Context: an optimization exercise on an open-source flow, tuned for small area. The choices shown serve that exercise and are no tape-out recipe.
In this exercise RTL edits were held to simulation tests only and were not proved equivalent to the original.
No activity file was given, so power comes from the tool's default toggle rates.

==> v11: inputs <==
==> flow/design.v <==
package riscv_pkg;
  localparam int XLEN       = 32;
  localparam int REG_ADDR_W = 5;
  localparam int NUM_REGS   = 32;
  typedef logic [XLEN-1:0]       word_t;
  typedef logic [REG_ADDR_W-1:0] reg_idx_t;
  localparam reg_idx_t ZERO_REG = 5'd0;
endpackage
module reg_file_rdport (
  input  logic                           i_rst_n,
  input  riscv_pkg::reg_idx_t                       i_addr,
  input  logic [riscv_pkg::NUM_REGS-1:0][riscv_pkg::XLEN-1:0]  i_regs,
  input  logic                           i_we,
  input  riscv_pkg::reg_idx_t                       i_waddr,
  input  riscv_pkg::word_t                          i_wdata,
  output riscv_pkg::word_t                          o_rdata
);
  logic w_unused;
  assign w_unused = &{1'b0, i_we, i_waddr, i_wdata};
  always_comb begin
    o_rdata = i_regs[i_addr];
    if ((i_addr == riscv_pkg::ZERO_REG) || !i_rst_n)
      o_rdata = '0;
  end
endmodule
module reg_file (
  input  logic                  clk,
  input  logic                  rst_n,
  input  logic [riscv_pkg::REG_ADDR_W-1:0] A1,
  input  logic [riscv_pkg::REG_ADDR_W-1:0] A2,
  input  logic [riscv_pkg::REG_ADDR_W-1:0] A3,
  input  logic [riscv_pkg::XLEN-1:0]       WD3,
  input  logic                  WE3,
  output logic [riscv_pkg::XLEN-1:0]       RD1,
  output logic [riscv_pkg::XLEN-1:0]       RD2
);
  riscv_pkg::word_t                          r_regs [1:riscv_pkg::NUM_REGS-1];
  logic [riscv_pkg::NUM_REGS-1:0][riscv_pkg::XLEN-1:0]  w_regs;
  assign w_regs[0] = '0;
  for (genvar g = 1; g < riscv_pkg::NUM_REGS; g++) begin : g_view
    assign w_regs[g] = r_regs[g];
  end
  always_ff @(posedge clk) begin
    if (!rst_n) begin
      for (int i = 1; i < riscv_pkg::NUM_REGS; i++)
        r_regs[i] <= '0;
    end else begin
      for (int i = 1; i < riscv_pkg::NUM_REGS; i++)
        if (WE3 && (A3 == riscv_pkg::REG_ADDR_W'(i)))
          r_regs[i] <= WD3;
    end
  end
  reg_file_rdport u_rdport1 (
    .i_rst_n (rst_n),
    .i_addr  (A1),
    .i_regs  (w_regs),
    .i_we    (WE3),
    .i_waddr (A3),
    .i_wdata (WD3),
    .o_rdata (RD1)
  );
  reg_file_rdport u_rdport2 (
    .i_rst_n (rst_n),
    .i_addr  (A2),
    .i_regs  (w_regs),
    .i_we    (WE3),
    .i_waddr (A3),
    .i_wdata (WD3),
    .o_rdata (RD2)
  );
endmodule
==> flow/run.sh <==
#!/bin/bash
# synth_recipe.tcl (not shown) runs the flow's synth.tcl, then flattens the netlist and writes it again
# the make line also repeats each setting of config.mk as NAME=value (left out here)
make -C /OpenROAD-flow-scripts/flow DESIGN_CONFIG=/design/flow/config.mk WORK_HOME=/design/flow/orfs CLKGATE_MAP_FILE= SYNTH_SCRIPT=/design/flow/synth_recipe.tcl finish
==> flow/config.mk <==
export PLATFORM = sky130hd
export DESIGN_NAME = reg_file
export DESIGN_NICKNAME = reg_file
export VERILOG_FILES = /design/flow/design.v
export SDC_FILE = /design/flow/constraint.sdc
export NUM_CORES = 4
export LEC_CHECK = 0
export CAP_MARGIN = 20
export CORE_MARGIN = 2
export CORE_UTILIZATION = 40
export SETUP_SLACK_MARGIN = 0.3
export SLEW_MARGIN = 20
==> flow/constraint.sdc <==
create_clock -name core_clock -period 7.0 [get_ports {clk}]
set_input_delay 1.4000 -clock core_clock [delete_from_list [all_inputs] [get_ports {clk}]]
set_output_delay 1.4000 -clock core_clock [all_outputs]
set_load 0.01 [all_outputs]
==> v13: changes against v11 <==
==> flow/design.v, changed modules only <==
module reg_file_rdport (
  input  logic                           i_rst_n,
  input  riscv_pkg::reg_idx_t                       i_addr,
  input  logic [riscv_pkg::NUM_REGS-1:0][riscv_pkg::XLEN-1:0]  i_regs,
  output riscv_pkg::word_t                          o_rdata
);
  localparam int NGRP = (riscv_pkg::NUM_REGS - 1) / 3;   
  logic [riscv_pkg::NUM_REGS-1:0] w_sel;
  assign w_sel[0] = 1'b0;
  for (genvar g = 1; g < riscv_pkg::NUM_REGS; g++) begin : g_sel
    assign w_sel[g] = i_rst_n && (i_addr == riscv_pkg::REG_ADDR_W'(g));
  end
  for (genvar b = 0; b < riscv_pkg::XLEN; b++) begin : g_bit
    logic [NGRP:0] w_term_n;
    for (genvar k = 0; k < NGRP; k++) begin : g_grp
      reg_file_rbit3 u_rbit3 (
        .i_d0 (i_regs[3*k+1][b]),
        .i_d1 (i_regs[3*k+2][b]),
        .i_d2 (i_regs[3*k+3][b]),
        .i_s0 (w_sel[3*k+1]),
        .i_s1 (w_sel[3*k+2]),
        .i_s2 (w_sel[3*k+3]),
        .o_n  (w_term_n[k])
      );
    end
    assign w_term_n[NGRP] = ~(i_regs[riscv_pkg::NUM_REGS-1][b] & w_sel[riscv_pkg::NUM_REGS-1]);
    assign o_rdata[b] = ~&w_term_n;
  end
endmodule
module reg_file_rbit3 (
  input  logic i_d0,
  input  logic i_d1,
  input  logic i_d2,
  input  logic i_s0,
  input  logic i_s1,
  input  logic i_s2,
  output logic o_n
);
  assign o_n = ~((i_d0 & i_s0) | (i_d1 & i_s1) | (i_d2 & i_s2));
endmodule
module reg_file (
  input  logic                  clk,
  input  logic                  rst_n,
  input  logic [riscv_pkg::REG_ADDR_W-1:0] A1,
  input  logic [riscv_pkg::REG_ADDR_W-1:0] A2,
  input  logic [riscv_pkg::REG_ADDR_W-1:0] A3,
  input  logic [riscv_pkg::XLEN-1:0]       WD3,
  input  logic                  WE3,
  output logic [riscv_pkg::XLEN-1:0]       RD1,
  output logic [riscv_pkg::XLEN-1:0]       RD2
);
  logic [riscv_pkg::NUM_REGS-1:0][riscv_pkg::XLEN-1:0] r_regs;
  logic [riscv_pkg::NUM_REGS-1:0]                      w_load;
  logic [riscv_pkg::NUM_REGS-1:0]                      w_hold;
  logic [riscv_pkg::XLEN-1:0]                          w_data;
  assign w_data = WD3 & {riscv_pkg::XLEN{rst_n}};
  assign w_load[0] = 1'b0;
  assign w_hold[0] = 1'b1;
  for (genvar g = 1; g < riscv_pkg::NUM_REGS; g++) begin : g_load
    assign w_load[g] = ~rst_n | (WE3 && (A3 == riscv_pkg::REG_ADDR_W'(g)));
    assign w_hold[g] = ~w_load[g];
  end
  assign r_regs[0] = '0;
  for (genvar g = 1; g < riscv_pkg::NUM_REGS; g++) begin : g_reg
    riscv_pkg::word_t r_q;
    riscv_pkg::word_t w_next;
    for (genvar b = 0; b < riscv_pkg::XLEN; b++) begin : g_bit
      reg_file_wbit u_wbit (
        .i_q    (r_q[b]),
        .i_data (w_data[b]),
        .i_load (w_load[g]),
        .i_hold (w_hold[g]),
        .o_next (w_next[b])
      );
    end
    always_ff @(posedge clk)
      r_q <= w_next;
    assign r_regs[g] = r_q;
  end
  reg_file_rdport u_rdport1 (
    .i_rst_n (rst_n),
    .i_addr  (A1),
    .i_regs  (r_regs),
    .o_rdata (RD1)
  );
  reg_file_rdport u_rdport2 (
    .i_rst_n (rst_n),
    .i_addr  (A2),
    .i_regs  (r_regs),
    .o_rdata (RD2)
  );
endmodule
module reg_file_wbit (
  input  logic i_q,
  input  logic i_data,
  input  logic i_load,
  input  logic i_hold,
  output logic o_next
);
  assign o_next = (i_q & i_hold) | (i_data & i_load);
endmodule
CAP_MARGIN = 10   (was 20)
CORE_UTILIZATION = 50   (was 40)
CTS_BUF_LIST = sky130_fd_sc_hd__clkbuf_16   (was not set)
CTS_CLUSTER_DIAMETER = 80   (was not set)
CTS_CLUSTER_SIZE = 25   (was not set)
PLACE_DENSITY = 0.6   (was not set)
SETUP_SLACK_MARGIN = 0.0   (was 0.3)
SLEW_MARGIN = 10   (was 20)
SYNTH_HIERARCHICAL = 1   (was not set)
==> v37: changes against v11 <==
==> flow/design.v, changed modules only <==
module reg_file_rdport (
  input  logic                           i_rst_n,
  input  riscv_pkg::reg_idx_t                       i_addr,
  input  logic [riscv_pkg::NUM_REGS-1:0][riscv_pkg::XLEN-1:0]  i_regs,
  output riscv_pkg::word_t                          o_rdata
);
  localparam int NGRP = (riscv_pkg::NUM_REGS - 1) / 3;   
  logic [riscv_pkg::NUM_REGS-1:0] w_sel;
  assign w_sel[0] = 1'b0;
  for (genvar g = 1; g < riscv_pkg::NUM_REGS; g++) begin : g_sel
    assign w_sel[g] = i_rst_n && (i_addr == riscv_pkg::REG_ADDR_W'(g));
  end
  for (genvar b = 0; b < riscv_pkg::XLEN; b++) begin : g_bit
    logic [NGRP:0] w_term_n;
    for (genvar k = 0; k < NGRP; k++) begin : g_grp
      reg_file_rbit3 u_rbit3 (
        .i_d0 (i_regs[3*k+1][b]),
        .i_d1 (i_regs[3*k+2][b]),
        .i_d2 (i_regs[3*k+3][b]),
        .i_s0 (w_sel[3*k+1]),
        .i_s1 (w_sel[3*k+2]),
        .i_s2 (w_sel[3*k+3]),
        .o_n  (w_term_n[k])
      );
    end
    assign w_term_n[NGRP] = ~(i_regs[riscv_pkg::NUM_REGS-1][b] & w_sel[riscv_pkg::NUM_REGS-1]);
    assign o_rdata[b] = ~&w_term_n;
  end
endmodule
module reg_file_rbit3 (
  input  logic i_d0,
  input  logic i_d1,
  input  logic i_d2,
  input  logic i_s0,
  input  logic i_s1,
  input  logic i_s2,
  output logic o_n
);
  assign o_n = ~((i_d0 & i_s0) | (i_d1 & i_s1) | (i_d2 & i_s2));
endmodule
module reg_file (
  input  logic                  clk,
  input  logic                  rst_n,
  input  logic [riscv_pkg::REG_ADDR_W-1:0] A1,
  input  logic [riscv_pkg::REG_ADDR_W-1:0] A2,
  input  logic [riscv_pkg::REG_ADDR_W-1:0] A3,
  input  logic [riscv_pkg::XLEN-1:0]       WD3,
  input  logic                  WE3,
  output logic [riscv_pkg::XLEN-1:0]       RD1,
  output logic [riscv_pkg::XLEN-1:0]       RD2
);
  logic [riscv_pkg::NUM_REGS-1:0][riscv_pkg::XLEN-1:0] r_regs;
  logic [riscv_pkg::NUM_REGS-1:0]                      w_load;
  logic [riscv_pkg::NUM_REGS-1:0]                      w_hold;
  logic [riscv_pkg::XLEN-1:0]                          w_data;
  assign w_data = WD3;
  assign w_load[0] = 1'b0;
  assign w_hold[0] = 1'b1;
  for (genvar g = 1; g < riscv_pkg::NUM_REGS; g++) begin : g_load
    logic w_wr;
    assign w_wr      = WE3 && (A3 == riscv_pkg::REG_ADDR_W'(g));
    assign w_load[g] = rst_n & w_wr;
    assign w_hold[g] = rst_n & ~w_wr;
  end
  assign r_regs[0] = '0;
  for (genvar g = 1; g < riscv_pkg::NUM_REGS; g++) begin : g_reg
    riscv_pkg::word_t r_q;
    riscv_pkg::word_t w_next;
    for (genvar b = 0; b < riscv_pkg::XLEN; b++) begin : g_bit
      reg_file_wbit u_wbit (
        .i_q    (r_q[b]),
        .i_data (w_data[b]),
        .i_load (w_load[g]),
        .i_hold (w_hold[g]),
        .o_next (w_next[b])
      );
    end
    always_ff @(posedge clk)
      r_q <= w_next;
    assign r_regs[g] = r_q;
  end
  reg_file_rdport u_rdport1 (
    .i_rst_n (rst_n),
    .i_addr  (A1),
    .i_regs  (r_regs),
    .o_rdata (RD1)
  );
  reg_file_rdport u_rdport2 (
    .i_rst_n (rst_n),
    .i_addr  (A2),
    .i_regs  (r_regs),
    .o_rdata (RD2)
  );
endmodule
module reg_file_wbit (
  input  logic i_q,
  input  logic i_data,
  input  logic i_load,
  input  logic i_hold,
  output logic o_next
);
  assign o_next = (i_q & i_hold) | (i_data & i_load);
endmodule
==> flow/flow/run.sh (new file) <==
#!/bin/bash
# The standard layout, with single-drive buffers on the ports instead of the
# resizer's default pick. Everything else is the standard flow's own flow, unchanged.
set -euo pipefail
bash standard.sh "BUFFER_PORTS_ARGS=-buffer_cell sky130_fd_sc_hd__buf_1" finish > flow_make.log 2>&1
==> flow/standard.sh (new file) <==
#!/bin/bash
# synth_recipe.tcl (not shown) runs the flow's synth.tcl, then flattens the netlist and writes it again
# the make line also repeats each setting of config.mk as NAME=value (left out here)
make -C /OpenROAD-flow-scripts/flow DESIGN_CONFIG=/design/flow/config.mk WORK_HOME=/design/flow/orfs CLKGATE_MAP_FILE= SYNTH_SCRIPT=/design/flow/synth_recipe.tcl "${@:-finish}"
CAP_MARGIN = 10   (was 20)
CORE_UTILIZATION = 50   (was 40)
CTS_BUF_LIST = sky130_fd_sc_hd__clkbuf_16   (was not set)
CTS_CLUSTER_DIAMETER = 80   (was not set)
CTS_CLUSTER_SIZE = 25   (was not set)
PLACE_DENSITY = 0.6   (was not set)
SETUP_SLACK_MARGIN = 0.0   (was 0.3)
SLEW_MARGIN = 10   (was 20)
SYNTH_HIERARCHICAL = 1   (was not set)
removed: flow/run.sh
==> comparison <==
v11 went through all stages and came out clean. v13 finished clean. v37 finished with timing, DRC and antenna clean.
Worst setup slack, highest first: v37, v11, v13.
Between v11 and v13, the lower sequential power is in v11 (gap about 12%, measured against v13).
The highest die area belongs to v11, the lowest to v37.
Total power, lowest first: v37, v13, v11.
Between v11 and v13, the lower count of clock-buffer cells in the layout is in v13 (gap 115).

-- what the ideal ports hide --
The results above use ideal ports. As a check the final layouts listed here were re-extracted and re-timed, cells and wires unchanged.
Step 1 (the two cells are an assumption about what drives the block):
set clk [get_ports {clk}]
set_driving_cell -lib_cell sky130_fd_sc_hd__clkbuf_16 $clk
set_driving_cell -lib_cell sky130_fd_sc_hd__buf_2 [delete_from_list [all_inputs] $clk]
Step 2, shift: input delay + t, output delay - t, t = (earliest + latest rising clock arrival at the registers) / 2. This alone moves slack from input paths to output paths.
Slacks: ideal ports / drivers / drivers and shift; pairs: ideal ports / drivers.
run	t (ns)	setup slack, ns	worst setup path at the end	worst register clock-pin slew, ns
v11	0.815	0.805 / 0.765 / 0.765	input to output	0.07 / 0.07
v13	0.734	0.192 / 0.169 / 0.169	input to output	0.11 / 0.11
v37	0.724	0.992 / 0.898 / 0.898	input to output	0.10 / 0.10
After both steps every run listed still meets setup and hold. The setup slack of v37, which loses most, moves by -0.094 ns with the drivers and by -0.094 ns with both steps.
